Source: an optimization exercise on an open RTL-to-GDS flow (aim: small area, a short achievable clock period and few clock cycles). Production flows keep margins and buffers that such runs may drop.
RTL that was checked went through simulation tests only; none was proved equivalent to the original.
Power and IR drop assume default switching activity.

Design approx_mac_top, start of the top module:
module approx_mac_top (
    input  wire                         clk,
    input  wire                         arst_n,
    input  wire [33:0]                  cmd,     
    input  wire                         cmd_valid,
    output logic                        cmd_ready,
    output logic [151:0]                result,  
    output logic                        result_valid,
    input  wire                         result_ready
);
For scale: roughly 270 flip-flops, about 22000 um^2 of cells after synthesis.
==> flow/config.mk <==
export PLATFORM = sky130hd
export DESIGN_NAME = approx_mac_top
export DESIGN_NICKNAME = approx_mac_top
export VERILOG_FILES = /design/flow/design.v
export SDC_FILE = /design/flow/constraint.sdc
export NUM_CORES = 4
export LEC_CHECK = 0
export CAP_MARGIN = 20
export CORE_MARGIN = 2
export CORE_UTILIZATION = 60
export CTS_BUF_LIST = sky130_fd_sc_hd__clkbuf_8
export CTS_CLUSTER_DIAMETER = 60
export CTS_CLUSTER_SIZE = 16
export SETUP_SLACK_MARGIN = 5
export SLEW_MARGIN = 20
export SYNTH_HIERARCHICAL = 1
==> flow/constraint.sdc <==
create_clock -name core_clock -period 9.0 [get_ports {clk}]
set_input_delay 1.8000 -clock core_clock [delete_from_list [all_inputs] [get_ports {clk}]]
set_output_delay 1.8000 -clock core_clock [all_outputs]
set_load 0.01 [all_outputs]
standard.sh (not shown) runs the stock make flow with config.mk's settings and CLKGATE_MAP_FILE= SYNTH_SCRIPT=/design/flow/synth_recipe.tcl, a recipe that flattens the netlist after the stock synthesis.
==> flow/flow/run.sh <==
#!/bin/bash
# The standard layout (the standard.sh, all ORFS steps unchanged), except that the
# port buffers buffer_ports inserts are sky130_fd_sc_hd__buf_1 cells instead of the
# delay buffers it picks by default. Every input and output port still gets a buffer.
set -euo pipefail
export BUFFER_PORTS_ARGS="-buffer_cell sky130_fd_sc_hd__buf_1"
bash standard.sh > standard_flow.log 2>&1
Testbench counts at the start, summed over its fixed seeds: cycles 8,168.
Change:
--- a/flow/design.v
+++ b/flow/design.v
@@ -53,49 +53,38 @@
     input  wire                         result_ready
 );
     mac_op_pkg::mac_cmd_t         cmd_s;
     mac_data_pkg::mac_result_t    result_s;
     assign cmd_s  = cmd;
     assign result = result_s;
-    logic       a_v;        
+    logic       a_v;
     logic [1:0] a_op;
-    logic       clr_p;      
-    logic       go;         
-    logic       accept;
-    logic       clr_go;     
-    logic       a_go;       
+    logic       go;
     logic       a_v_nxt;
-    logic       clr_p_nxt;
     logic       rv_nxt;
     logic       b_clr;
     logic       b_apx;
     logic       b_exa;
-    assign go        = !result_valid || result_ready;
-    assign accept    = cmd_valid && cmd_ready;
-    assign clr_go    = clr_p && go;
-    assign a_go      = a_v && go && !clr_p;
-    assign a_v_nxt   = (a_v && !a_go) || (accept && cmd_s.op != mac_op_pkg::OP_CLEAR);
-    assign clr_p_nxt = (clr_p && !clr_go) || (accept && cmd_s.op == mac_op_pkg::OP_CLEAR);
-    assign rv_nxt    = (result_valid && !result_ready) || (a_go && a_op == mac_op_pkg::OP_READ);
+    assign go      = !result_valid || result_ready;
+    assign a_v_nxt = (a_v && !go) || (cmd_valid && cmd_ready);
+    assign rv_nxt  = (result_valid && !result_ready) || (a_v && go && a_op == mac_op_pkg::OP_READ);
     always_ff @(posedge clk or negedge arst_n) begin
         if (!arst_n) begin
             a_v          <= 1'b0;
-            clr_p        <= 1'b0;
             cmd_ready    <= 1'b1;
             result_valid <= 1'b0;
             b_clr        <= 1'b0;
             b_apx        <= 1'b0;
             b_exa        <= 1'b0;
         end else begin
             a_v          <= a_v_nxt;
-            clr_p        <= clr_p_nxt;
             result_valid <= rv_nxt;
-            cmd_ready    <= !(a_v_nxt && (rv_nxt || clr_p_nxt));
-            b_clr        <= clr_go;
-            b_apx        <= a_go && a_op == mac_op_pkg::OP_MAC_APPROX;
-            b_exa        <= a_go && a_op == mac_op_pkg::OP_MAC_EXACT;
+            cmd_ready    <= !(a_v_nxt && rv_nxt);
+            b_clr        <= a_v && go && a_op == mac_op_pkg::OP_CLEAR;
+            b_apx        <= a_v && go && a_op == mac_op_pkg::OP_MAC_APPROX;
+            b_exa        <= a_v && go && a_op == mac_op_pkg::OP_MAC_EXACT;
         end
     end
     logic [16-1:0] x;   
     logic [16-1:0] y;   
     logic                   ex;  
     always_ff @(posedge clk) begin
=> Synthesized area shrinks by about 0.5%. Non-clock buffer count climbs by 7. Final area fell by about 0.36%. Power came out lower by about 2.2%. Global-route usage went up by 0.28 points. First-iteration DRC count shrinks by 12%. Clock skew is about the same. Worst setup slack gains 0.052 ns. Synthesized cell count hardly moves. Clock power shrinks by 8.2%.
Testbench counts after the change, summed over its fixed seeds: cycles 8,399.

## 04-27
Another version of the RTL of approx_mac_top (not shown whole).
For scale: ~270 flip-flops, roughly 190 I/O pins.
make LEC_CHECK=0 CAP_MARGIN=20 CORE_MARGIN=2 CORE_UTILIZATION=40 SETUP_SLACK_MARGIN=5 SLEW_MARGIN=20 SYNTH_HIERARCHICAL=1 finish   # period 9.0 ns
run.sh (not shown) runs the stock make flow with config.mk's settings and CLKGATE_MAP_FILE= SYNTH_SCRIPT=/design/flow/synth_recipe.tcl, a recipe that flattens the netlist after the stock synthesis.
Stock flow here: none of the scripts above is used.
Changes in 01-19 relative to 04-27:
--- a/flow/design.v
+++ b/flow/design.v
@@ -1431,36 +1431,30 @@
     logic [22:0]            sum_lo;   
     logic [26:0]            sum_hi1;  
     logic [21:0]            cmp;      
     assign neg     = d[20];
     assign d_inv   = d[19:0] ^ {20{neg}};
     assign abs_err = d_inv + {19'b0, neg};
     assign sum_lo  = {1'b0, err_sum[20:0], 1'b1} + {2'b0, d_inv, neg};
     assign sum_hi1 = err_sum[47:21] + 1'b1;
-    logic [20:0] acc_lo;
-    logic [19:0] acc_hi0;
-    logic [19:0] acc_hi1;
-    assign acc_lo  = {1'b0, acc_s[19:0]} + {1'b0, acc_c[19:0]};
-    assign acc_hi0 = acc_s[39:20] + acc_c[39:20];
-    assign acc_hi1 = acc_s[39:20] + acc_c[39:20] + 20'd1;
     assign cmp     = {1'b0, d_inv, 1'b1} + {1'b0, ~max_q, neg};
     always_ff @(posedge clk or negedge arst_n) begin
         if (!arst_n) begin
             acc        <= '0;
             err_sum    <= '0;
             max_q      <= '0;
             approx_cnt <= '0;
         end else if (b_clr) begin
             acc        <= '0;
             err_sum    <= '0;
             max_q      <= '0;
             approx_cnt <= '0;
         end else begin
-            if (b_apx || b_exa) acc <= {acc_lo[20] ? acc_hi1 : acc_hi0, acc_lo[19:0]};  
+            if (b_apx || b_exa) acc <= acc_s + acc_c;  
             if (b_apx) begin
                 err_sum    <= {sum_lo[22] ? sum_hi1 : err_sum[47:21], sum_lo[21:1]};
                 approx_cnt <= approx_cnt + 1'b1;
                 if (cmp[21]) max_q <= abs_err;
             end
         end
     end
     assign result_s.acc        = acc;
==> comparison <==
- For 01-19, the most common cell after layout, fill and taps aside was sky130_fd_sc_hd__nand2_1, unlike 04-27, where it was sky130_fd_sc_hd__clkdlybuf4s50_1.
- The run showing the smaller die area is 04-27.
- 01-19: global routing usage on met3 higher than 04-27
- Looking at start point of the critical path, the er_q[0] result is from 04-27; the x[7] one comes from 01-19.
- 01-19 vs. 04-27: overall via count from detail_route went up by 569.
- 04-27 → 01-19: synthesized cell count has increased; critical path depth moved down.
- The lower sequential share of layout area came out of 04-27.
- NOTE: critical path required time in 01-19 falls short of that of 04-27
- Delta (01-19 minus 04-27): share of cell area taken by muxes after synthesis shows an increase of 0.83 points, total power shows a reduction of 1.2 mW, ratio of cells with drive above 1 in the final layout shows a reduction of 1.4 points.
No functional check of the RTL was part of any run of this note.

[what the ideal ports hide]
The results above use ideal ports. As a check the final layouts listed here were re-extracted and re-timed, cells and wires unchanged. Step 1 sets driving cells, clkbuf_16 on the clock port and buf_2 on the other inputs (assumed; they add their load-dependent delay and slew). Step 2 adds t to the input delays and takes it off the output delays; t is the mean of the earliest and latest rising clock arrival at the registers after step 1. Input paths then give back, and output paths get back, about the clock's delay inside the block. a / b / c = ideal / step 1 / step 2; a / b = the first two.
run | shift t [ns] | setup WS [ns] | hold WS [ns] | worst setup path at the end
the first run of note 1 | 0.700 | 5.051 / 5.051 / 5.051 | 0.518 / 0.518 / 0.518 | register to register
the second run of note 1 | 0.680 | 5.104 / 5.104 / 5.104 | 0.515 / 0.515 / 0.515 | register to register
04-27 | 0.613 | 4.790 / 4.790 / 4.790 | 0.513 / 0.513 / 0.513 | register to register
01-19 | 0.608 | 4.943 / 4.943 / 4.943 | 0.513 / 0.513 / 0.513 | register to register
After both steps every run listed still meets setup and hold.
